Background: an optimization exercise with open tools, aiming at small area. Do not read the settings as production practice.
The RTL was checked by simulation tests, not by an equivalence proof against the original design.
Power is estimated from default activity; no workload was simulated.

<file path="design.v">
`timescale 1ns/1ns
`default_nettype none
module noc_router_top
(
	input  logic         clk,
	input  logic         reset,
	input  logic [1:0]   my_x,
	input  logic [1:0]   my_y,
	input  logic [479:0] in_flit,
	input  logic [4:0]   in_valid,
	output logic [4:0]   in_ready,
	output logic [479:0] out_flit,
	output logic [4:0]   out_valid,
	input  logic [4:0]   out_ready
);
	localparam int N  = 5;
	localparam int FW = 96;
	function automatic logic [4:0] route(input logic [1:0] mx, input logic [1:0] mY,
		input logic [3:0] d);
		if (d[1:0] < mx)      route = 5'b01000;
		else if (d[1:0] > mx) route = 5'b00010;
		else if (d[3:2] < mY) route = 5'b00100;
		else if (d[3:2] > mY) route = 5'b00001;
		else                  route = 5'b10000;
	endfunction
	logic [FW-1:0] s0 [N];
	logic [FW-1:0] s1 [N];
	logic [N-1:0]  v0, v1;     
	logic [N-1:0]  p0, p1;     
	logic [N-1:0]  old1;       
	logic [N-1:0]  gnt [N];    
	logic [N-1:0]  gs;         
	logic [N-1:0]  last [N];   
	logic [N-1:0]  acc, pop0, pop1, keep0, keep1, ld0, ld1, v0_n, v1_n, old1_n, q0, q1;
	logic [4:0]    r0 [N];
	logic [4:0]    r1 [N];
	logic [N-1:0]  gnt_n [N];
	logic [N-1:0]  gs_n, fire, hold, np0, np1;
	always_comb
	begin
		for (int p = 0; p < N; p++)
			in_ready[p] = !(v0[p] && v1[p]);
		for (int o = 0; o < N; o++)
		begin
			out_valid[o] = |gnt[o];
			out_flit[o*FW +: FW] = '0;
			for (int p = 0; p < N; p++)
				out_flit[o*FW +: FW] = out_flit[o*FW +: FW] |
					({FW{gnt[o][p] && !gs[o]}} & s0[p]) | ({FW{gnt[o][p] && gs[o]}} & s1[p]);
		end
	end
	always_comb
	begin
		for (int o = 0; o < N; o++)
		begin
			fire[o] = out_valid[o] && out_ready[o];
			hold[o] = out_valid[o] && !out_ready[o];
		end
		for (int p = 0; p < N; p++)
		begin
			logic same;
			acc[p]  = in_valid[p] && in_ready[p];
			pop0[p] = 1'b0;
			pop1[p] = 1'b0;
			for (int o = 0; o < N; o++)
			begin
				pop0[p] = pop0[p] | (gnt[o][p] && !gs[o] && fire[o]);
				pop1[p] = pop1[p] | (gnt[o][p] && gs[o] && fire[o]);
			end
			keep0[p] = v0[p] && !pop0[p];
			keep1[p] = v1[p] && !pop1[p];
			ld0[p]  = acc[p] && !keep0[p];
			ld1[p]  = acc[p] && keep0[p];
			v0_n[p] = keep0[p] || ld0[p];
			v1_n[p] = keep1[p] || ld1[p];
			old1_n[p] = (keep0[p] && keep1[p]) ? old1[p] : keep1[p];
			r0[p] = route(my_x, my_y, keep0[p] ? s0[p][7:4] : in_flit[p*FW+4 +: 4]);
			r1[p] = route(my_x, my_y, keep1[p] ? s1[p][7:4] : in_flit[p*FW+4 +: 4]);
			same  = v0_n[p] && v1_n[p] && (r0[p] == r1[p]);
			q0[p] = v0_n[p] && !(keep0[p] && p0[p]) && !(same && old1_n[p]);
			q1[p] = v1_n[p] && !(keep1[p] && p1[p]) && !(same && !old1_n[p]);
		end
	end
	always_comb
	begin
		np0 = '0;
		np1 = '0;
		for (int o = 0; o < N; o++)
		begin
			logic [N-1:0] r, rs1, hi, mask, g;
			for (int p = 0; p < N; p++)
			begin
				rs1[p] = q1[p] && r1[p][o];
				r[p]   = (q0[p] && r0[p][o]) || rs1[p];
			end
			mask = '0;
			for (int p = 0; p < N; p++)
				for (int q = 0; q < p; q++)
					mask[p] = mask[p] | last[o][q];
			hi = r & mask;
			g  = (|hi) ? (hi & ~(hi - 1'b1)) : (r & ~(r - 1'b1));
			gnt_n[o] = hold[o] ? gnt[o] : g;
			gs_n[o]  = hold[o] ? gs[o] : |(g & rs1);
			np0 = np0 | (hold[o] ? '0 : (g & ~rs1));
			np1 = np1 | (hold[o] ? '0 : (g & rs1));
		end
	end
	always_ff @(posedge clk)
	begin
		for (int p = 0; p < N; p++)
		begin
			if (ld0[p])
				s0[p] <= in_flit[p*FW +: FW];
			if (ld1[p])
				s1[p] <= in_flit[p*FW +: FW];
		end
	end
	always_ff @(posedge clk)
	begin
		if (reset)
		begin
			v0   <= '0;
			v1   <= '0;
			p0   <= '0;
			p1   <= '0;
			old1 <= '0;
			gs   <= '0;
			for (int o = 0; o < N; o++)
			begin
				gnt[o]  <= '0;
				last[o] <= 5'b10000;
			end
		end
		else
		begin
			v0   <= v0_n;
			v1   <= v1_n;
			p0   <= (keep0 & p0) | np0;
			p1   <= (keep1 & p1) | np1;
			old1 <= old1_n;
			gs   <= gs_n;
			for (int o = 0; o < N; o++)
			begin
				gnt[o]  <= gnt_n[o];
				last[o] <= (!hold[o] && |gnt_n[o]) ? gnt_n[o] : last[o];
			end
		end
	end
endmodule
`default_nettype wire
</file>
<file path="run.sh">
#!/bin/bash
# synth_recipe.tcl (not shown) runs the flow's synth.tcl, then flattens the netlist and writes it again
# the make line also repeats each setting of config.mk as NAME=value (left out here)
make -C /OpenROAD-flow-scripts/flow DESIGN_CONFIG=/design/flow/config.mk WORK_HOME=/design/flow/orfs CLKGATE_MAP_FILE= SYNTH_SCRIPT=/design/flow/synth_recipe.tcl finish
</file>
<file path="config.mk">
export PLATFORM = sky130hd
export DESIGN_NAME = noc_router_top
export DESIGN_NICKNAME = noc_router_top
export VERILOG_FILES = /design/flow/design.v
export SDC_FILE = /design/flow/constraint.sdc
export NUM_CORES = 4
export LEC_CHECK = 0
export CAP_MARGIN = 20
export CELL_PAD_IN_SITES_DETAIL_PLACEMENT = 2
export CELL_PAD_IN_SITES_GLOBAL_PLACEMENT = 4
export CORE_MARGIN = 2
export CORE_UTILIZATION = 22
export PLACE_DENSITY = 0.35
export SLEW_MARGIN = 20
</file>
<file path="constraint.sdc">
create_clock -name core_clock -period 9.0 [get_ports {clk}]
set_input_delay 1.8000 -clock core_clock [delete_from_list [all_inputs] [get_ports {clk}]]
set_output_delay 1.8000 -clock core_clock [all_outputs]
set_load 0.01 [all_outputs]
</file>
==> results of run 1 <==
## power by group
| group | internal (mW) | switching [mW] | leakage [nW] |
|---|---|---|---|
| Clock | 3.87 | 2.59 | 2.51 |
| Combinational | 4.83 | 8.30 | 16.4 |
| Sequential | 5.98 | 1.11 | 9.63 |
## registers in the layout (all words and copies together) (netlist names)
name / count
s0: 480
s1: 480
gnt: 25
last: 20
gs: 5
old1: 5
p0: 5
p1: 5
v0: 5
v1: 5
## cells by family after synthesis
logic type / Yosys count / synth area share, %
DFF: 1035 / 44.6
buffers and inverters: 637 / 3.62
and+or+nand+nor: 1158 / 8.28
adders and majority gates: 40 / 0.736
xor gates and xnor gates: 9 / 0.116
muxes: 1205 / 19.9
AOI/OAI and AO/OA: 1815 / 22.8
## routing by layer
layer | vias to the layer above | part of all wire, % | GRT usage (%)
met3 | 882 | 7.5 | 6.27
met1 | 37900 | 43 | 46.3
met4 | 20 | 4.9 | 16.1
met2 | 4183 | 45 | 53.3
met5 | - | 0.020 | 0
li1 | 26600 | - | -
## worst max-delay path by stage
stage	from	to	slack (ps)	cells past startpoint
6_report	out_ready[2]	last[3][0]	1590	17
5_1_grt	out_ready[2]	last[3][0]	1160	17
4_1_cts	out_ready[2]	p0[4]	1660	17
3_5_place_dp	out_ready[2]	p0[4]	800	17
3_3_place_gp	out_ready[2]	p0[4]	940	17
2_1_floorplan	out_ready[1]	s1[0][0]	1820	6
## layout make-up
| class | count | area share (%) |
|---|---|---|
| multi-input combinational | 4227 | 40.3 |
| sequential | 1035 | 34.6 |
| timing repair buffer | 1176 | 13.0 |
| tap | 4120 | 5.86 |
| clock buffer | 186 | 4.74 |
| clock inverter | 88 | 1.11 |
| inverter | 54 | 0.256 |
| antenna | 48 | 0.136 |
## critical path: stages
cell and delay [ps]:
sky130_fd_sc_hd__clkdlybuf4s50_1 860, sky130_fd_sc_hd__nand3_1 270, sky130_fd_sc_hd__nand4_1 150, sky130_fd_sc_hd__nor2_1 780, sky130_fd_sc_hd__mux2_2 430, sky130_fd_sc_hd__ha_1 290, sky130_fd_sc_hd__nor2b_1 160, sky130_fd_sc_hd__nor4_1 220
sky130_fd_sc_hd__o21bai_1 160, sky130_fd_sc_hd__a311oi_1 230, sky130_fd_sc_hd__o21ai_0 350, sky130_fd_sc_hd__a2bb2oi_1 940, sky130_fd_sc_hd__o2111ai_1 310, sky130_fd_sc_hd__a211oi_2 570, sky130_fd_sc_hd__nor2_1 110, sky130_fd_sc_hd__a32oi_2 300
sky130_fd_sc_hd__o22ai_1 140
## cell usage in the layout (no fill, tap or decap), drive strengths merged, types with 32 or more instances in the layout
cell / n
a21oi: 82
a221oi: 212
a222oi: 535
a22o: 193
a22oi: 526
and2: 32
buf: 192
clkbuf: 186
clkdlybuf4s50: 984
clkinv: 57
dfxtp: 75
diode: 48
edfxtp: 960
ha: 40
inv: 55
mux2: 1182
nand2: 517
nand3: 133
nand4: 187
nor2: 100
nor2b: 49
o21ai: 52
## metrics by stage
step	instance area (µm²)	worst slack (ps)	hold WS [ps]
5_1_grt	87900	1160	540
2_1_floorplan	68000	1820	449
3_3_place_gp	82700	939	470
6_report	88000	1590	515
3_5_place_dp	82700	796	505
4_1_cts	87900	1660	514
==> out/summary.log, run 1 <==
qor: pwr.p_leak 28.6 nW
qor: floorplan.row_count 204
qor: synthesis.synth.yosys.warnings 8
qor: clocking.cts_tree done
qor: synthesis.synthDominantCellAreaShare 42.4%
qor: worst_hold_path.hold_depth 2
qor: detailed_routing.routed_vias 69500
qor: detailed_routing.drt_first_pass_iters 10
qor: grt.maximum_number_of_pins_on_one_net_before_global_route_repair 96
qor: detailed_routing.detail_route.wirelength 564000 µm
qor: timing.fin_tns_setup 0 ps
qor: synthesis.synthDominantAreaCellType sky130_fd_sc_hd__edfxtp_1
qor: synthesis.syn_nets 6435
qor: timing.rsz0062_at_grt no
qor: timing.final-setup-viol-count 0
qor: synthesis.syn_area_per_cell 11.5 µm²
qor: finish.final_layout_size_suffix_gt1_share 25.8%
qor: synthesis.async_reset_ff_share 0%
qor: clocking.cts_repair_resize_count 0
qor: grt.wire_length_of_the_first_global_routing_pass 730000 µm
qor: grt.first_global_vias 70200
qor: setup_path.worst_r2r_path_depth 16
qor: status.result_of_the_run finished clean
qor: clocking.cts_setup_buffers 0
qor: clocking.clock-sinks 1035
qor: setup_path.reg2reg_to p0[4]
qor: timing.period_needed 7410 ps
qor: setup_path.r2r_start gs[2]
qor: timing.report.final.slew_viol_count 0
qor: grt.grt_use_total 34.5%
qor: finish.nets 7184
qor: clocking.h-tree-depth 4
qor: clocking.number_of_cts_inserted_buffers 154
qor: clocking.cts_root_buffer sky130_fd_sc_hd__clkbuf_16
qor: finish.final-instance-count-excl-fill 10900
qor: timing.layout_worst_path_cycle_share 82.3%
qor: setup_path.critPathRequiredTime 9690 ps
qor: clocking.clk_latency 870 ps
qor: synthesis.synth_top_cells_by_area sky130_fd_sc_hd__edfxtp_1, sky130_fd_sc_hd__mux2_2, sky130_fd_sc_hd__a222oi_1
qor: detailed_routing.drt-vias-per-instance 6.36
qor: placement.place.port_buffers 985
qor: synthesis.syn-cell-area 0.0680 mm²
qor: timing.clock_skew 53.9 ps
qor: floorplan.die_y 560 µm
qor: setup_path.arrival_worst_endpoint 8100 ps
qor: finish.ff_latch_area 0.0304 mm²
qor: floorplan.area_of_the_placeable_core 0.308 mm²
qor: detailed_routing.ant_nets 0
qor: setup_path.worstPathMaxFanout 14
qor: clocking.worst_setup_hold_path_clk_slew 60 ps
qor: setup_path.ff_to_ff_setup_slack 2280 ps
qor: flow_run.maxCapViolCount 0
qor: timing.fmax 0.135 GHz
qor: worst_hold_path.hold_end gnt[4][1]
qor: clocking.holdBufCountCts 0
qor: detailed_routing.routedWlPerCell 51.6 µm
qor: floorplan.die_width 560 µm
qor: synthesis.post_synth_num_cell_types 98
qor: detailed_routing.detail_route.drc_violations 0
qor: clocking.clock_path_buffers 4
qor: synthesis.synth_enable_flop_cells 960
qor: floorplan.initial_utilization 22.1%
qor: grt.grt_remaining_overflow 0
qor: synthesis.dominant_cell_by_count_in_the_synthesized_netlist sky130_fd_sc_hd__mux2_2
qor: placement.numPlacedInstances 10600
qor: timing.slew_headroom 22.3%
qor: finish.final_util 28.5%
qor: synthesis.total_of_flip_flops_plus_latches_after_synthesis 1035
qor: setup_path.worst_setup_path_start_kind input port
qor: pwr.vdd_ir_drop_max 0.170 mV
qor: placement.routabilityCongestion 0.844
qor: setup_path.critPathCaptureType flip-flop
qor: grt.grt_antenna_before_repair 112
qor: pwr.pwr_density_cell 303 mW/mm²
qor: synthesis.synth_commonest_cells sky130_fd_sc_hd__mux2_2, sky130_fd_sc_hd__edfxtp_1, sky130_fd_sc_hd__a222oi_1, sky130_fd_sc_hd__a22oi_1, sky130_fd_sc_hd__nand2_1
qor: detailed_routing.first_iter_violations 10500
qor: worst_hold_path.hold_path_class flip-flop to flip-flop
qor: timing.tightestPinTransition 1160 ps
qor: synthesis.synth_ff_type sky130_fd_sc_hd__edfxtp_1
qor: setup_path.critical_path_class input port to flip-flop
qor: placement.hpwlAfterDp 356000 µm
qor: synthesis.sequential_share_of_the_synthesized_area 44.6%
qor: floorplan.top_level_ports 986
qor: floorplan.floorplan.die_area 0.314 mm²
qor: finish.filler_cell_count 33100
qor: timing.hold_viol 0
qor: finish.multi_input_area 0.0355 mm²
qor: worst_hold_path.min-delay-start gnt[4][1]
qor: pwr.total_power 26.7 mW
qor: finish.area_delta_synth_final 29.4%
qor: synthesis.syn_inst 5899
==> inputs of run 2 (changes only) <==
--- a/config.mk
+++ b/config.mk
@@ -7,8 +7,9 @@
 export LEC_CHECK = 0
+export ABC_AREA = 1
 export CAP_MARGIN = 20
-export CELL_PAD_IN_SITES_DETAIL_PLACEMENT = 2
-export CELL_PAD_IN_SITES_GLOBAL_PLACEMENT = 4
+export CELL_PAD_IN_SITES_DETAIL_PLACEMENT = 1
+export CELL_PAD_IN_SITES_GLOBAL_PLACEMENT = 2
 export CORE_MARGIN = 2
-export CORE_UTILIZATION = 22
-export PLACE_DENSITY = 0.35
+export CORE_UTILIZATION = 55
+export PLACE_DENSITY = 0.65
 export SLEW_MARGIN = 20
==> out/summary.log, run 2 <==
qor: synthesis.synth.yosys.warnings 8 [unchanged]
qor: floorplan.initial_utilization 55.3% [was 22.1%]
qor: synthesis.sequential_share_of_the_synthesized_area 48.9% [was 44.6%]
qor: synthesis.synthDominantCellAreaShare 46.5% [was 42.4%]
qor: synthesis.synth_ff_type sky130_fd_sc_hd__edfxtp_1 [unchanged]
qor: synthesis.post_synth_num_cell_types 50 [was 98]
qor: synthesis.synthDominantAreaCellType sky130_fd_sc_hd__edfxtp_1 [unchanged]
qor: synthesis.syn_nets 7617 [was 6435]
qor: synthesis.total_of_flip_flops_plus_latches_after_synthesis 1035 [unchanged]
qor: floorplan.die_y 340 µm [was 560 µm]
qor: status.tool.error [ERROR GPL-0301] Utilization 102.597 % exceeds 100%.
qor: floorplan.die_width 340 µm [was 560 µm]
qor: status.flow.stopped_at 3_1_place_gp_skip_io
qor: synthesis.syn_inst 7081 [was 5899]
qor: synthesis.dominant_cell_by_count_in_the_synthesized_netlist sky130_fd_sc_hd__a21oi_1 [was sky130_fd_sc_hd__mux2_2]
qor: status.result_of_the_run did not finish [was finished clean]
qor: synthesis.syn_area_per_cell 8.76 µm² [was 11.5 µm²]
qor: floorplan.row_count 123 [was 204]
qor: synthesis.syn-cell-area 0.0620 mm² [was 0.0680 mm²]
qor: synthesis.synth_enable_flop_cells 960 [unchanged]
qor: synthesis.synth_commonest_cells sky130_fd_sc_hd__a21oi_1, sky130_fd_sc_hd__o22ai_1, sky130_fd_sc_hd__edfxtp_1, sky130_fd_sc_hd__inv_1, sky130_fd_sc_hd__nand2_1 [was sky130_fd_sc_hd__mux2_2, sky130_fd_sc_hd__edfxtp_1, sky130_fd_sc_hd__a222oi_1, sky130_fd_sc_hd__a22oi_1, sky130_fd_sc_hd__nand2_1]
qor: synthesis.async_reset_ff_share 0% [unchanged]
qor: synthesis.synth_top_cells_by_area sky130_fd_sc_hd__edfxtp_1, sky130_fd_sc_hd__o22ai_1, sky130_fd_sc_hd__a21oi_1 [was sky130_fd_sc_hd__edfxtp_1, sky130_fd_sc_hd__mux2_2, sky130_fd_sc_hd__a222oi_1]
-- run 2: changes by cell type after synthesis, moves of 524 or more --
cell	previous run	this run
sky130_fd_sc_hd__a21oi_1	81	1243
sky130_fd_sc_hd__a222oi_1	535	0
sky130_fd_sc_hd__a22oi_1	526	2
sky130_fd_sc_hd__inv_1	54	862
sky130_fd_sc_hd__mux2_2	1182	0
sky130_fd_sc_hd__o22ai_1	15	1240
-- run 2: cells by family after synthesis --
logic type / synth area share, %
AO/OA/AOI/OAI: 31.6
flip-flops: 48.9
XOR/XNOR: 0.0283
AND/OR/NAND/NOR: 9.99
buffers and inverters: 8.63
adder cells (fa/ha/maj): 0.807
==> inputs of run 3 (changes only) <==
--- a/design.v
+++ b/design.v
@@ -30,4 +30,5 @@
 	logic [N-1:0]  old1;       
+	logic [N-1:0]  g0 [N];     
+	logic [N-1:0]  g1 [N];     
 	logic [N-1:0]  gnt [N];    
-	logic [N-1:0]  gs;         
 	logic [N-1:0]  last [N];   
@@ -36,4 +37,5 @@
 	logic [4:0]    r1 [N];
-	logic [N-1:0]  gnt_n [N];
-	logic [N-1:0]  gs_n, fire, hold, np0, np1;
+	logic [N-1:0]  g0_n [N];
+	logic [N-1:0]  g1_n [N];
+	logic [N-1:0]  fire, hold, np0, np1;
 	always_comb
@@ -44,2 +46,3 @@
 		begin
+			gnt[o] = g0[o] | g1[o];
 			out_valid[o] = |gnt[o];
@@ -48,3 +51,3 @@
 				out_flit[o*FW +: FW] = out_flit[o*FW +: FW] |
-					({FW{gnt[o][p] && !gs[o]}} & s0[p]) | ({FW{gnt[o][p] && gs[o]}} & s1[p]);
+					({FW{g0[o][p]}} & s0[p]) | ({FW{g1[o][p]}} & s1[p]);
 		end
@@ -66,4 +69,4 @@
 			begin
-				pop0[p] = pop0[p] | (gnt[o][p] && !gs[o] && fire[o]);
-				pop1[p] = pop1[p] | (gnt[o][p] && gs[o] && fire[o]);
+				pop0[p] = pop0[p] | (g0[o][p] && fire[o]);
+				pop1[p] = pop1[p] | (g1[o][p] && fire[o]);
 			end
@@ -101,4 +104,4 @@
 			g  = (|hi) ? (hi & ~(hi - 1'b1)) : (r & ~(r - 1'b1));
-			gnt_n[o] = hold[o] ? gnt[o] : g;
-			gs_n[o]  = hold[o] ? gs[o] : |(g & rs1);
+			g0_n[o] = hold[o] ? g0[o] : (g & ~rs1);
+			g1_n[o] = hold[o] ? g1[o] : (g & rs1);
 			np0 = np0 | (hold[o] ? '0 : (g & ~rs1));
@@ -126,6 +129,6 @@
 			old1 <= '0;
-			gs   <= '0;
 			for (int o = 0; o < N; o++)
 			begin
-				gnt[o]  <= '0;
+				g0[o]   <= '0;
+				g1[o]   <= '0;
 				last[o] <= 5'b10000;
@@ -140,7 +143,7 @@
 			old1 <= old1_n;
-			gs   <= gs_n;
 			for (int o = 0; o < N; o++)
 			begin
-				gnt[o]  <= gnt_n[o];
-				last[o] <= (!hold[o] && |gnt_n[o]) ? gnt_n[o] : last[o];
+				g0[o]   <= g0_n[o];
+				g1[o]   <= g1_n[o];
+				last[o] <= (!hold[o] && |(g0_n[o] | g1_n[o])) ? (g0_n[o] | g1_n[o]) : last[o];
 			end
==> flow/run.sh (new file) <==
#!/bin/bash
set -euo pipefail
export BUFFER_PORTS_ARGS="-buffer_cell sky130_fd_sc_hd__buf_1"
export CTS_ARGS="-sink_clustering_enable -repair_clock_nets -dont_use_dummy_load -buf_list sky130_fd_sc_hd__clkbuf_8 -sink_clustering_size 10 -sink_clustering_max_diameter 50"
bash standard.sh > standard_flow.log 2>&1
==> standard.sh (new file) <==
#!/bin/bash
# synth_recipe.tcl (not shown) runs the flow's synth.tcl, then flattens the netlist and writes it again
# the make line also repeats each setting of config.mk as NAME=value (left out here)
make -C /OpenROAD-flow-scripts/flow DESIGN_CONFIG=/design/flow/config.mk WORK_HOME=/design/flow/orfs CLKGATE_MAP_FILE= SYNTH_SCRIPT=/design/flow/synth_recipe.tcl "${@:-finish}"
==> config.mk (replaced) <==
export PLATFORM = sky130hd
export DESIGN_NAME = noc_router_top
export DESIGN_NICKNAME = noc_router_top
export VERILOG_FILES = /design/flow/design.v
export SDC_FILE = /design/flow/constraint.sdc
export NUM_CORES = 4
export LEC_CHECK = 0
export ABC_AREA = 0
export CAP_MARGIN = 20
export CELL_PAD_IN_SITES_DETAIL_PLACEMENT = 2
export CELL_PAD_IN_SITES_GLOBAL_PLACEMENT = 4
export CORE_MARGIN = 2
export CORE_UTILIZATION = 25
export PLACE_DENSITY = 0.35
export SLEW_MARGIN = 20
removed: run.sh
==> out/summary.log, run 3 <==
qor: finish.multi_input_area 0.0281 mm²
qor: timing.layout_worst_path_cycle_share 73.5%
qor: clocking.cts_setup_buffers 0
qor: setup_path.worstPathMaxFanout 9
qor: detailed_routing.drt-vias-per-instance 7.17
qor: setup_path.critical-path-slowest-cell sky130_fd_sc_hd__a2111oi_2
qor: finish.area_delta_synth_final 16.0%
qor: worst_hold_path.hold_path_class flip-flop to flip-flop
qor: synthesis.synth_commonest_cells sky130_fd_sc_hd__a22oi_1, sky130_fd_sc_hd__edfxtp_1, sky130_fd_sc_hd__nand4_1, sky130_fd_sc_hd__a22o_1, sky130_fd_sc_hd__a221oi_1 [was sky130_fd_sc_hd__a21oi_1, sky130_fd_sc_hd__o22ai_1, sky130_fd_sc_hd__edfxtp_1, sky130_fd_sc_hd__inv_1, sky130_fd_sc_hd__nand2_1]
qor: synthesis.sequential_share_of_the_synthesized_area 50.2% [was 48.9%]
qor: placement.total_placed_instance_area 0.0682 mm²
qor: synthesis.dominant_cell_by_count_in_the_synthesized_netlist sky130_fd_sc_hd__a22oi_1 [was sky130_fd_sc_hd__a21oi_1]
qor: detailed_routing.drt-met1-wl 204000 µm
qor: timing.hold-worst-slack 479 ps
qor: detailed_routing.first_iter_violations 10000
qor: placement.routabilityCongestion 0.866
qor: finish.filler_cell_count 26500
qor: clocking.worst_setup_hold_path_clk_slew 60 ps
qor: detailed_routing.detailroute.wirelength.met2 221000 µm
qor: timing.period_needed 6620 ps
qor: synthesis.syn_inst 5444 [was 7081]
qor: setup_path.critical_path_class input port to flip-flop
qor: clocking.cts_repair_resize_count 0
qor: synthesis.synth-xor-area-share 0.0716% [was 0.0282%]
qor: synthesis.syn_nets 5980 [was 7617]
qor: setup_path.critPathCaptureType flip-flop
qor: synthesis.synth_top_family_by_area compound AO/OA/AOI/OAI gates [unchanged]
qor: placement.place_worst_setup_slack 1580 ps
qor: setup_path.critical-path-top-cell-by-count sky130_fd_sc_hd__a2111oi_2
qor: synthesis.synthAdderAreaFrac 0.818% [was 0.807%]
qor: synthesis.synth_enable_flop_cells 960 [unchanged]
qor: clocking.number_of_cts_inserted_buffers 187
qor: setup_path.worstSetupStartpoint out_ready[3]
qor: clocking.clock-sinks 1055
qor: clocking.cts_root_buffer sky130_fd_sc_hd__clkbuf_8
qor: synthesis.synth.yosys.warnings 11 [was 8]
qor: finish.layout_commonest_cell sky130_fd_sc_hd__a22oi_1
qor: pwr.pwr_density_cell 284 mW/mm²
qor: synthesis.syn-cell-area 0.0612 mm² [was 0.0620 mm²]
qor: floorplan.area_of_the_placeable_core 0.243 mm²
qor: timing.hold_viol 0
qor: synthesis.synth_compound_area_share 35.5% [was 31.6%]
qor: timing.tightestPinTransition 1240 ps
qor: floorplan.die_width 499 µm [was 340 µm]
qor: synthesis.syn_area_per_cell 11.2 µm² [was 8.76 µm²]
qor: clocking.holdBufCountCts 0
qor: grt.grt_use_total 38.8%
qor: floorplan.die_y 499 µm [was 340 µm]
qor: clocking.clock_path_buffers 3
qor: floorplan.floorplan.die_area 0.249 mm²
qor: finish.final_util 29.2%
qor: pwr.cell_internal_pwr 10.2 mW
qor: grt.first_global_vias 68400
qor: detailed_routing.highest_layer met5
qor: floorplan.top_level_ports 986
qor: finish.final-instance-count-excl-fill 9472
qor: grt.maximum_number_of_pins_on_one_net_before_global_route_repair 79
qor: setup_path.crit_path_cell_trace buf_1, buf_4, a222oi_1, nand3_2, mux2_2, ha_1, nor2b_1, or4_1, o211a_1, o31ai_1, nand2_1, a22oi_1, nand4_1, a2111oi_2, a2111oi_2, a311oi_1, nor3_1
qor: timing.post-route-worst-setup-slack 2380 ps
qor: placement.numPlacedInstances 9204
qor: detailed_routing.met3RoutedLength 48800 µm
qor: finish.layout.cells.most_common_list sky130_fd_sc_hd__a22oi_1, sky130_fd_sc_hd__buf_1, sky130_fd_sc_hd__edfxtp_1, sky130_fd_sc_hd__nand4_1, sky130_fd_sc_hd__a22o_1
qor: timing.rsz0062_at_grt no
qor: synthesis.synth-simple-area-share 8.80% [was 9.99%]
qor: timing.final-setup-viol-count 0
qor: floorplan.row_count 181 [was 123]
qor: pwr.power_frac_clock 19.2%
qor: clocking.h-tree-depth 4
qor: finish.ff_latch_area 0.0309 mm²
qor: grt.grt_antenna_before_repair 157
qor: setup_path.r2r_start g0[1][0]
qor: finish.largestRegisters s0: 480 flops, s1: 480 flops
qor: clocking.cts_tree done
qor: grt.grt_remaining_overflow 0
qor: pwr.p_seq_share 37.2%
qor: clocking.clk_latency 990 ps
qor: timing.clock_skew 92.9 ps
qor: synthesis.async_reset_ff_share 0% [unchanged]
qor: synthesis.multiplexer_share_of_the_synthesized_area 0.685% [was 0%]
qor: timing.report.final.slew_viol_count 0
qor: pwr.p_leak 20.8 nW
qor: synthesis.synthDominantAreaCellType sky130_fd_sc_hd__edfxtp_1 [unchanged]
qor: finish.post-route-cell-area 0.0710 mm²
qor: pwr.total_power 20.2 mW
qor: detailed_routing.routedWlPerCell 53.2 µm
qor: finish.nets 6727
qor: floorplan.initial_utilization 25.2% [was 55.3%]
qor: detailed_routing.detail_route.drc_violations 0
qor: timing.fin_tns_setup 0 ps
qor: setup_path.worst_setup_path_start_kind input port
qor: grt.wire_length_of_the_first_global_routing_pass 658000 µm
qor: worst_hold_path.min-delay-start last[4][2]
qor: flow_run.maxCapViolCount 0
qor: setup_path.arrival_worst_endpoint 7420 ps
qor: detailed_routing.detail_route.wirelength 504000 µm
qor: finish.final_layout_size_suffix_gt1_share 7.84%
qor: timing.slew_headroom 17.3%
qor: setup_path.worstPathBufferInverterCount 2
qor: pwr.psw 9.99 mW
qor: placement.hpwlAfterDp 301000 µm
qor: pwr.comb_power_share 43.6%
qor: setup_path.cp_top_family compound AO/OA/AOI/OAI gates
qor: detailed_routing.routed_vias 67900
qor: pwr.power.share.switching 49.5%
qor: placement.place.port_buffers 985
qor: pwr.vdd_ir_drop_max 0.153 mV
qor: synthesis.synth_ff_type sky130_fd_sc_hd__edfxtp_1 [unchanged]
qor: synthesis.post_synth_num_cell_types 95 [was 50]
qor: detailed_routing.ant_nets 0
qor: detailed_routing.drt_first_pass_iters 6
qor: setup_path.cpPeakStageDelay 720 ps
qor: synthesis.total_of_flip_flops_plus_latches_after_synthesis 1055 [was 1035]
qor: timing.fmax 0.151 GHz
qor: synthesis.synthDominantCellAreaShare 47.1% [was 46.5%]
qor: synthesis.synth_top_cells_by_area sky130_fd_sc_hd__edfxtp_1, sky130_fd_sc_hd__a22oi_1, sky130_fd_sc_hd__a22o_1 [was sky130_fd_sc_hd__edfxtp_1, sky130_fd_sc_hd__o22ai_1, sky130_fd_sc_hd__a21oi_1]
qor: status.result_of_the_run finished clean [was did not finish]
qor: setup_path.critPathRequiredTime 9800 ps
-- run 3: worst register-to-register path: stages (launching register included) --
cell	delay [ps]
sky130_fd_sc_hd__dfxtp_4	1110
sky130_fd_sc_hd__a22oi_1	320
sky130_fd_sc_hd__nand3_2	310
sky130_fd_sc_hd__mux2_2	380
sky130_fd_sc_hd__ha_1	290
sky130_fd_sc_hd__nor2b_1	160
sky130_fd_sc_hd__or4_1	410
sky130_fd_sc_hd__o211a_1	170
sky130_fd_sc_hd__o31ai_1	440
sky130_fd_sc_hd__nand2_1	210
sky130_fd_sc_hd__a22oi_1	540
sky130_fd_sc_hd__nand4_1	210
sky130_fd_sc_hd__a2111oi_2	720
sky130_fd_sc_hd__a2111oi_2	140
sky130_fd_sc_hd__a311oi_1	350
sky130_fd_sc_hd__nor3_1	90
-- run 3: worst paths after layout --
kind | to | slack [ps] | cells after the start
worst max-delay path | last[3][0] | 2380 | 17
worst min-delay path | last[4][2] | 480 | 2
worst max register to register | last[3][0] | 3010 | 15
worst min register to register | last[4][2] | 480 | 2
-- run 3: layout make-up --
class | instances | area share (%)
multi-input combinational | 3761 | 39.6
sequential | 1055 | 43.6
tap | 3202 | 5.65
inverter | 49 | 0.273
timing repair buffer | 1137 | 6.97
clock buffer | 187 | 3.63
antenna | 81 | 0.286
-- run 3: per-layer routing --
metal,up-vias,track usage [%]
li1,25400,-
met1,36100,49.9
met2,4955,58.6
met3,1361,10.1
met4,76,22.5
met5,-,0
-- run 3: power by group through the flow --
stage | clock network, mW | registers, mW | logic (mW)
after detailed placement | 0 | 7.51 | 8.58
after global routing | 4.09 | 7.51 | 9.01
after CTS | 3.96 | 7.41 | 8.61
after floorplan | 0 | 6.64 | 4.28
final | 3.87 | 7.51 | 8.81
after global placement | 0 | 7.52 | 8.56
-- run 3: kinds of logic after synthesis --
| kind of cell | after synthesis |
|---|---|
| buffers and inverters | 628 |
| XOR/XNOR | 5 |
| AO/OA/AOI/OAI | 2734 |
| AND/OR/NAND/NOR | 942 |
| adder cells (fa/ha/maj) | 40 |
| multiplexers | 40 |
| flip-flops | 1055 |
==> inputs of run 4 (changes only) <==
==> flow/run.sh (replaced) <==
#!/bin/bash
set -euo pipefail
export BUFFER_PORTS_ARGS="-buffer_cell sky130_fd_sc_hd__buf_1"
export CTS_ARGS="-sink_clustering_enable -repair_clock_nets -dont_use_dummy_load"
bash standard.sh > standard_flow.log 2>&1
==> out/summary.log, run 4 <==
qor: status.result_of_the_run finished clean [unchanged]
qor: timing.period_needed 6680 ps [was 6620 ps]
qor: setup_path.critical_path_class input port to flip-flop [unchanged]
qor: synthesis.synth_enable_flop_cells 960 [unchanged]
qor: synthesis.syn_nets 5980 [unchanged]
qor: clocking.holdBufCountCts 0 [unchanged]
qor: setup_path.critPathRequiredTime 9700 ps [was 9800 ps]
qor: synthesis.async_reset_ff_share 0% [unchanged]
qor: timing.hold-worst-slack 478 ps [was 479 ps]
qor: setup_path.cpPeakStageDelay 860 ps [was 720 ps]
qor: setup_path.worst_r2r_path_depth 16 [was 15]
qor: clocking.cts_root_buffer sky130_fd_sc_hd__clkbuf_16 [was sky130_fd_sc_hd__clkbuf_8]
qor: clocking.clock_path_buffers 3 [unchanged]
qor: worst_hold_path.min-delay-start last[4][2] [unchanged]
qor: setup_path.cp_top_family compound AO/OA/AOI/OAI gates [unchanged]
qor: grt.wire_length_of_the_first_global_routing_pass 658000 µm [about the same]
qor: pwr.power_frac_clock 23.6% [was 19.2%]
qor: synthesis.synth_top_cells_by_area sky130_fd_sc_hd__edfxtp_1, sky130_fd_sc_hd__a22oi_1, sky130_fd_sc_hd__a22o_1 [unchanged]
qor: worst_hold_path.hold_end last[4][2] [unchanged]
qor: grt.maximum_number_of_pins_on_one_net_before_global_route_repair 79 [unchanged]
qor: synthesis.synth_compound_area_share 35.5% [unchanged]
qor: floorplan.floorplan.die_area 0.249 mm² [unchanged]
qor: timing.final-setup-viol-count 0 [unchanged]
qor: setup_path.worstPathMaxFanout 13 [was 9]
qor: clocking.cts_setup_buffers 0 [unchanged]
qor: synthesis.synth_top_family_by_area compound AO/OA/AOI/OAI gates [unchanged]
qor: detailed_routing.detail_route.drc_violations 0 [unchanged]
qor: pwr.psw 10.2 mW [was 9.99 mW]
qor: clocking.number_of_cts_inserted_buffers 147 [was 187]
qor: clocking.cts_repair_resize_count 0 [unchanged]
qor: timing.fin_tns_setup 0 ps [unchanged]
qor: detailed_routing.ant_nets 0 [unchanged]
qor: timing.layout_worst_path_cycle_share 74.3% [was 73.5%]
qor: synthesis.synth-simple-area-share 8.80% [unchanged]
qor: pwr.p_seq_share 35.1% [was 37.2%]
qor: synthesis.synth.yosys.warnings 11 [unchanged]
qor: setup_path.arrival_worst_endpoint 7380 ps [was 7420 ps]
qor: clocking.cts_tree done [unchanged]
qor: pwr.power.share.switching 47.5% [was 49.5%]
qor: finish.area_delta_synth_final 17.7% [was 16.0%]
qor: setup_path.critPathCaptureType flip-flop [unchanged]
qor: setup_path.reg2reg_to p1[4] [was last[3][0]]
qor: worst_hold_path.hold_depth 2 [unchanged]
qor: detailed_routing.drt-vias-per-instance 7.18 [was 7.17]
qor: floorplan.top_level_ports 986 [unchanged]
qor: finish.final_util 29.6% [was 29.2%]
qor: setup_path.critical-path-slowest-cell sky130_fd_sc_hd__a211oi_1 [was sky130_fd_sc_hd__a2111oi_2]
qor: pwr.pwr_density_cell 297 mW/mm² [was 284 mW/mm²]
qor: timing.fmax 0.150 GHz [was 0.151 GHz]
qor: timing.hold_viol 0 [unchanged]
qor: detailed_routing.drt_first_pass_iters 6 [unchanged]
qor: synthesis.total_of_flip_flops_plus_latches_after_synthesis 1055 [unchanged]
qor: floorplan.die_width 499 µm [unchanged]
qor: placement.hpwlAfterDp 301000 µm [unchanged]
qor: synthesis.synth-xor-area-share 0.0716% [unchanged]
qor: synthesis.syn-cell-area 0.0612 mm² [unchanged]
qor: pwr.comb_power_share 41.2% [was 43.6%]
qor: synthesis.synth_commonest_cells sky130_fd_sc_hd__a22oi_1, sky130_fd_sc_hd__edfxtp_1, sky130_fd_sc_hd__nand4_1, sky130_fd_sc_hd__a22o_1, sky130_fd_sc_hd__a221oi_1 [unchanged]
qor: finish.nets 6687 [was 6727]
qor: pwr.p_leak 21.2 nW [was 20.8 nW]
qor: synthesis.dominant_cell_by_count_in_the_synthesized_netlist sky130_fd_sc_hd__a22oi_1 [unchanged]
qor: detailed_routing.routed_vias 67600 [was 67900]
qor: setup_path.crit_path_cell_trace buf_1, buf_4, nand2_1, nand4_1, mux2_2, ha_1, nand2_1, a2111oi_0, o21bai_1, a21oi_1, buf_4, a211oi_2, nor2_2, a22oi_2, a211oi_1, nand3_1, and3_1, a41oi_1 [was buf_1, buf_4, a222oi_1, nand3_2, mux2_2, ha_1, nor2b_1, or4_1, o211a_1, o31ai_1, nand2_1, a22oi_1, nand4_1, a2111oi_2, a2111oi_2, a311oi_1, nor3_1]
qor: synthesis.synth_ff_type sky130_fd_sc_hd__edfxtp_1 [unchanged]
qor: pwr.vdd_ir_drop_max 0.163 mV [was 0.153 mV]
qor: synthesis.post_synth_num_cell_types 95 [unchanged]
qor: flow_run.maxCapViolCount 0 [unchanged]
qor: synthesis.synthDominantCellAreaShare 47.1% [unchanged]
qor: placement.routabilityCongestion 0.866 [unchanged]
qor: timing.rsz0062_at_grt no [unchanged]
qor: detailed_routing.routedWlPerCell 53.6 µm [was 53.2 µm]
qor: pwr.cell_internal_pwr 11.2 mW [was 10.2 mW]
qor: finish.filler_cell_count 26400 [was 26500]
qor: setup_path.r2r_start g1[3][1] [was g0[1][0]]
qor: floorplan.initial_utilization 25.2% [unchanged]
qor: detailed_routing.first_iter_violations 9673 [was 10000]
qor: grt.first_global_vias 67900 [was 68400]
qor: timing.slew_headroom 16.8% [was 17.3%]
qor: finish.post-route-cell-area 0.0720 mm² [was 0.0710 mm²]
qor: synthesis.syn_inst 5444 [unchanged]
qor: detailed_routing.detail_route.wirelength 504000 µm [about the same]
qor: floorplan.die_y 499 µm [unchanged]
qor: finish.final_layout_size_suffix_gt1_share 7.24% [was 7.84%]
qor: floorplan.row_count 181 [unchanged]
qor: finish.layout.cells.most_common_list sky130_fd_sc_hd__a22oi_1, sky130_fd_sc_hd__buf_1, sky130_fd_sc_hd__edfxtp_1, sky130_fd_sc_hd__nand4_1, sky130_fd_sc_hd__a22o_1 [unchanged]
qor: synthesis.synthDominantAreaCellType sky130_fd_sc_hd__edfxtp_1 [unchanged]
qor: setup_path.ff_to_ff_setup_slack 2990 ps [was 3010 ps]
qor: timing.tightestPinTransition 1250 ps [was 1240 ps]
qor: timing.report.final.slew_viol_count 0 [unchanged]
qor: clocking.worst_setup_hold_path_clk_slew 50 ps [was 60 ps]
qor: clocking.clk_latency 800 ps [was 990 ps]
qor: clocking.clock-sinks 1055 [unchanged]
qor: synthesis.multiplexer_share_of_the_synthesized_area 0.685% [unchanged]
qor: placement.total_placed_instance_area 0.0682 mm² [unchanged]
qor: placement.place.port_buffers 985 [unchanged]
qor: synthesis.syn_area_per_cell 11.2 µm² [unchanged]
qor: finish.layout_commonest_cell sky130_fd_sc_hd__a22oi_1 [unchanged]
qor: grt.grt_antenna_before_repair 150 [was 157]
qor: clocking.h-tree-depth 4 [unchanged]
qor: setup_path.worst_setup_path_start_kind input port [unchanged]
qor: floorplan.area_of_the_placeable_core 0.243 mm² [unchanged]
qor: grt.grt_use_total 38.8% [about the same]
qor: setup_path.worstPathBufferInverterCount 3 [was 2]
qor: finish.largestRegisters s0: 480 flops, s1: 480 flops [unchanged]
qor: timing.clock_skew 61.8 ps [was 92.9 ps]
qor: worst_hold_path.hold_path_class flip-flop to flip-flop [unchanged]
qor: synthesis.sequential_share_of_the_synthesized_area 50.2% [unchanged]
qor: synthesis.synthAdderAreaFrac 0.818% [unchanged]
qor: grt.grt_remaining_overflow 0 [unchanged]
run 4: area by class of cell:
class | count | area (µm²) | area share (%)
Sequential cell | 1055 | 30900 | 42.9
Antenna cell | 69 | 173 | 0.240
Timing Repair Buffer | 1137 | 4940 | 6.86
Tap cell | 3202 | 4010 | 5.56
Inverter | 49 | 194 | 0.269
Clock buffer | 147 | 3680 | 5.11
Multi-Input combinational cell | 3761 | 28100 | 39.0
run 4: worst max-delay path by stage:
| stage | startpoint | endpoint | slack, ps | depth (start not counted) |
|---|---|---|---|---|
| floorplan | out_ready[1] | last[3][3] | 180 | 12 |
| global placement | out_ready[3] | last[3][0] | 1650 | 17 |
| detailed placement | out_ready[3] | p0[1] | 1580 | 17 |
| CTS | out_ready[3] | p0[1] | 2420 | 17 |
| global route | out_ready[3] | last[3][0] | 1960 | 17 |
| finish | out_ready[4] | p1[4] | 2320 | 18 |
run 4: logic make-up (layout without fill, tap and decap cells):
group                      after synthesis  count (layout)
and+or+nand+nor                        942             942
buffers and inverters                  628            1333
xor gates and xnor gates                 5               5
adders and majority gates               40              40
muxes                                   40              40
DFF                                   1055            1055
AOI/OAI and AO/OA                     2734            2734
other                                    0              69
run 4: worst reg2reg max path, delay by kind of cell, from the launching register on:
family / cells / cell delay (ps)
flops: 1 / 1080
compound gates: 8 / 2470
simple gates: 5 / 1510
buf+inv: 1 / 210
mux: 1 / 380
fa+ha+maj: 1 / 290
run 4: power by group through the flow:
stage / Sequential [mW] / Combinational (mW) / Clock, mW
finish: 7.52 / 8.82 / 5.05
global route: 7.52 / 9.00 / 5.27
CTS: 7.42 / 8.61 / 5.14
detailed placement: 7.51 / 8.58 / 0
global placement: 7.52 / 8.56 / 0
floorplan: 6.64 / 4.28 / 0
run 4: metrics by stage:
stage | cells | total power [mW] | worst slack (ps)
floorplan | 5444 | 10.9 | 184
global placement | 9204 | 16.1 | 1650
detailed placement | 9204 | 16.1 | 1580
CTS | 9351 | 21.2 | 2420
global route | 9402 | 21.8 | 1960
finish | 9420 | 21.4 | 2320
run 4: per-layer routing:
metal,global-route usage (%),part of all wire (%),up-vias,wire length (µm)
li1,-,-,25300,-
met1,50.0,40,35900,204000
met2,58.8,44,4971,221000
met3,9.96,9.5,1341,47900
met4,22.3,6.0,70,30400
met5,0,0.092,-,466
==> inputs of run 5 (changes only) <==
==> flow/run.sh (replaced) <==
#!/bin/bash
set -euo pipefail
export BUFFER_PORTS_ARGS="-buffer_cell sky130_fd_sc_hd__buf_1"
export CTS_ARGS="-sink_clustering_enable -repair_clock_nets -dont_use_dummy_load -buf_list sky130_fd_sc_hd__clkbuf_8 -sink_clustering_size 14 -sink_clustering_max_diameter 60"
bash standard.sh > standard_flow.log 2>&1
--- a/config.mk
+++ b/config.mk
@@ -8,3 +8,3 @@
 export ABC_AREA = 0
-export CAP_MARGIN = 20
+export CAP_MARGIN = 10
 export CELL_PAD_IN_SITES_DETAIL_PLACEMENT = 2
@@ -14,2 +14,2 @@
 export PLACE_DENSITY = 0.35
-export SLEW_MARGIN = 20
+export SLEW_MARGIN = 10
==> out/summary.log, run 5 <==
qor: status.result_of_the_run finished clean [unchanged]
qor: finish.largestRegisters s0: 480 flops, s1: 480 flops [unchanged]
qor: timing.post-route-worst-setup-slack 2420 ps [was 2320 ps]
qor: grt.wire_length_of_the_first_global_routing_pass 657000 µm [was 658000 µm]
qor: timing.hold-worst-slack 483 ps [was 478 ps]
qor: grt.maximum_number_of_pins_on_one_net_before_global_route_repair 79 [unchanged]
qor: setup_path.r2r_start g0[2][3] [was g1[3][1]]
qor: setup_path.critPathRequiredTime 9740 ps [was 9700 ps]
qor: detailed_routing.drt_first_pass_iters 6 [unchanged]
qor: clocking.number_of_cts_inserted_buffers 155 [was 147]
qor: synthesis.synthDominantCellAreaShare 47.1% [unchanged]
qor: setup_path.worstPathBufferInverterCount 2 [was 3]
qor: clocking.cts_tree done [unchanged]
qor: setup_path.critical-path-top-cell-by-count sky130_fd_sc_hd__a2111oi_2
qor: synthesis.synth_commonest_cells sky130_fd_sc_hd__a22oi_1, sky130_fd_sc_hd__edfxtp_1, sky130_fd_sc_hd__nand4_1, sky130_fd_sc_hd__a22o_1, sky130_fd_sc_hd__a221oi_1 [unchanged]
qor: grt.first_global_vias 67800 [was 67900]
qor: finish.final_layout_size_suffix_gt1_share 7.34% [was 7.24%]
qor: detailed_routing.routedWlPerCell 53.5 µm [was 53.6 µm]
qor: floorplan.die_width 499 µm [unchanged]
qor: timing.clock_skew 115 ps [was 61.8 ps]
qor: pwr.p_leak 20.5 nW [was 21.2 nW]
qor: worst_hold_path.hold_depth 2 [unchanged]
qor: worst_hold_path.min-delay-start last[4][2] [unchanged]
qor: detailed_routing.first_iter_violations 9774 [was 9673]
qor: finish.area_delta_synth_final 15.2% [was 17.7%]
qor: clocking.clock_path_buffers 3 [unchanged]
qor: grt.grt_use_total 38.8% [about the same]
qor: timing.fin_tns_setup 0 ps [unchanged]
qor: clocking.cts_repair_resize_count 0 [unchanged]
qor: clocking.h-tree-depth 4 [unchanged]
qor: flow_run.maxCapViolCount 0 [unchanged]
qor: setup_path.critical_path_class input port to flip-flop [unchanged]
qor: setup_path.worst_setup_path_start_kind input port [unchanged]
qor: setup_path.cpPeakStageDelay 670 ps [was 860 ps]
qor: grt.grt_antenna_before_repair 146 [was 150]
qor: synthesis.sequential_share_of_the_synthesized_area 50.2% [unchanged]
qor: clocking.clk_latency 990 ps [was 800 ps]
qor: detailed_routing.detail_route.wirelength 504000 µm [about the same]
qor: timing.slew_headroom 17.4% [was 16.8%]
qor: setup_path.crit_path_cell_trace buf_1, buf_4, a222oi_1, nand3_2, mux2_2, ha_1, nor2b_1, or4_1, o211a_1, nor4b_4, a21oi_2, a22oi_1, nand4_1, a2111oi_2, a2111oi_2, a311oi_1, nor3_1 [was buf_1, buf_4, nand2_1, nand4_1, mux2_2, ha_1, nand2_1, a2111oi_0, o21bai_1, a21oi_1, buf_4, a211oi_2, nor2_2, a22oi_2, a211oi_1, nand3_1, and3_1, a41oi_1]
qor: setup_path.critPathCaptureType flip-flop [unchanged]
qor: timing.fmax 0.152 GHz [was 0.150 GHz]
qor: clocking.worst_setup_hold_path_clk_slew 50 ps [about the same]
qor: synthesis.synth_top_cells_by_area sky130_fd_sc_hd__edfxtp_1, sky130_fd_sc_hd__a22oi_1, sky130_fd_sc_hd__a22o_1 [unchanged]
qor: setup_path.worst_r2r_path_depth 15 [was 16]
qor: placement.routabilityCongestion 0.866 [unchanged]
qor: clocking.cts_root_buffer sky130_fd_sc_hd__clkbuf_8 [was sky130_fd_sc_hd__clkbuf_16]
qor: floorplan.floorplan.die_area 0.249 mm² [unchanged]
qor: worst_hold_path.hold_path_class flip-flop to flip-flop [unchanged]
qor: timing.layout_worst_path_cycle_share 73.1% [was 74.3%]
qor: synthesis.syn-cell-area 0.0612 mm² [unchanged]
qor: synthesis.synthDominantAreaCellType sky130_fd_sc_hd__edfxtp_1 [unchanged]
qor: synthesis.syn_area_per_cell 11.2 µm² [unchanged]
qor: timing.hold_viol 0 [unchanged]
qor: synthesis.post_synth_num_cell_types 95 [unchanged]
qor: timing.period_needed 6580 ps [was 6680 ps]
qor: floorplan.top_level_ports 986 [unchanged]
qor: synthesis.syn_inst 5444 [unchanged]
qor: finish.layout_commonest_cell sky130_fd_sc_hd__a22oi_1 [unchanged]
qor: placement.place.port_buffers 985 [unchanged]
qor: clocking.holdBufCountCts 0 [unchanged]
qor: setup_path.worstPathMaxFanout 9 [was 13]
qor: setup_path.cp_top_family compound AO/OA/AOI/OAI gates [unchanged]
qor: finish.post-route-cell-area 0.0705 mm² [was 0.0720 mm²]
qor: floorplan.row_count 181 [unchanged]
qor: setup_path.critical-path-slowest-cell sky130_fd_sc_hd__a2111oi_2 [was sky130_fd_sc_hd__a211oi_1]
qor: grt.grt_remaining_overflow 0 [unchanged]
qor: clocking.cts_setup_buffers 0 [unchanged]
qor: floorplan.area_of_the_placeable_core 0.243 mm² [unchanged]
qor: floorplan.die_y 499 µm [unchanged]
qor: setup_path.reg2reg_to last[3][0] [was p1[4]]
qor: synthesis.synth.yosys.warnings 11 [unchanged]
qor: setup_path.ff_to_ff_setup_slack 3060 ps [was 2990 ps]
qor: detailed_routing.drt-vias-per-instance 7.19 [was 7.18]
qor: pwr.pwr_density_cell 281 mW/mm² [was 297 mW/mm²]
qor: synthesis.async_reset_ff_share 0% [unchanged]
qor: clocking.clock-sinks 1055 [unchanged]
qor: placement.total_placed_instance_area 0.0682 mm² [about the same]
qor: synthesis.total_of_flip_flops_plus_latches_after_synthesis 1055 [unchanged]
qor: finish.nets 6695 [was 6687]
qor: synthesis.synth_enable_flop_cells 960 [unchanged]
qor: detailed_routing.ant_nets 0 [unchanged]
qor: synthesis.dominant_cell_by_count_in_the_synthesized_netlist sky130_fd_sc_hd__a22oi_1 [unchanged]
qor: pwr.vdd_ir_drop_max 0.144 mV [was 0.163 mV]
qor: floorplan.initial_utilization 25.2% [unchanged]
qor: detailed_routing.routed_vias 67800 [was 67600]
qor: finish.layout.cells.most_common_list sky130_fd_sc_hd__a22oi_1, sky130_fd_sc_hd__buf_1, sky130_fd_sc_hd__edfxtp_1, sky130_fd_sc_hd__nand4_1, sky130_fd_sc_hd__a22o_1 [unchanged]
qor: timing.rsz0062_at_grt no [unchanged]
qor: detailed_routing.detail_route.drc_violations 0 [unchanged]
qor: placement.place_worst_setup_slack 1570 ps [was 1580 ps]
qor: placement.hpwlAfterDp 301000 µm [about the same]
qor: timing.tightestPinTransition 1240 ps [was 1250 ps]
qor: finish.final_util 29.0% [was 29.6%]
qor: synthesis.synth_ff_type sky130_fd_sc_hd__edfxtp_1 [unchanged]
qor: timing.final-setup-viol-count 0 [unchanged]
qor: timing.report.final.slew_viol_count 0 [unchanged]
qor: worst_hold_path.hold_end last[4][2] [unchanged]
qor: setup_path.arrival_worst_endpoint 7320 ps [was 7380 ps]
qor: synthesis.syn_nets 5980 [unchanged]
-- run 5: through the flow --
step / total power, mW / instances
finish: 19.8 / 9424
global route: 20.2 / 9403
CTS: 19.6 / 9359
detailed placement: 16.1 / 9204
global placement: 16.1 / 9204
floorplan: 10.9 / 5444
-- run 5: cell families after synthesis --
| kind of cell | Yosys count | share of synthesized area [%] |
|---|---|---|
| muxes | 40 | 0.685 |
| and+or+nand+nor | 942 | 8.80 |
| adders and majority gates | 40 | 0.818 |
| AOI/OAI and AO/OA | 2734 | 35.5 |
| xor gates and xnor gates | 5 | 0.0716 |
| DFF | 1055 | 50.2 |
| buffers and inverters | 628 | 3.89 |
-- run 5: where the power goes --
part	switching, mW	total, mW	internal (mW)
sequential	1.44	7.50	6.06
combinational	6.49	8.81	2.32
clock	2.00	3.51	1.51
-- run 5: routing by layer --
layer	wire [µm]	vias to the layer above	global-route usage [%]
met5	518	-	0
met1	205000	36200	50.2
li1	-	25300	-
met4	27700	80	20.7
met3	47200	1253	9.37
met2	224000	4988	59.5
-- run 5: worst max-delay path by stage --
stage | startpoint | end | depth (start not counted)
2_1_floorplan | out_ready[1] | last[3][3] | 12
3_3_place_gp | out_ready[3] | last[3][0] | 17
3_5_place_dp | out_ready[3] | p0[1] | 17
4_1_cts | g1[1][1] | out_flit[169] | 6
5_1_grt | out_ready[3] | last[3][0] | 17
6_report | out_ready[3] | last[3][0] | 17
-- run 5: cell type report --
| type | count | area [µm²] |
|---|---|---|
| inverters | 49 | 194 |
| multi-input cells | 3761 | 28100 |
| fillers | 26500 | 173000 |
| flip-flops and latches | 1055 | 30900 |
| clock buffers | 155 | 2130 |
| repair buffers | 1137 | 4940 |
| well taps | 3202 | 4010 |
| diodes | 65 | 163 |
-- run 5: worst min-delay path: cells and delay by family (launching register included) --
family                 cells  cell delay (ps)
DFF                        1              320
AOI/OAI and AO/OA          1               50
buffers and inverters      1               60

## port drivers added, routing unchanged
In the flow no input, the clock included, has a driving cell. The finished layouts below were timed again as built, in two steps. Step 1 assumes that a clkbuf_16 drives the clock port and a buf_2 every other input. Step 2 also shifts input and output timing later by t, the mid clock arrival at the registers, as if the neighbouring blocks saw the same clock. a / b / c = ideal ports / drivers / drivers and shift; a / b = the first two.
| run | t, ns | setup WS [ns] | cell pins on the clock port's net |
|---|---|---|---|
| run 1 | 0.962 | 1.590 / 1.621 / 0.722 | 1 |
| run 3 | 1.040 | 2.384 / 2.377 / 1.423 | 1 |
| run 4 | 0.888 | 2.316 / 2.389 / 1.501 | 1 |
| run 5 | 1.034 | 2.424 / 2.363 / 1.460 | 1 |
After both steps setup and hold are still met in every run listed. The setup slack of run 5, which loses most, moves by -0.061 ns with the drivers and by -0.964 ns with both steps.
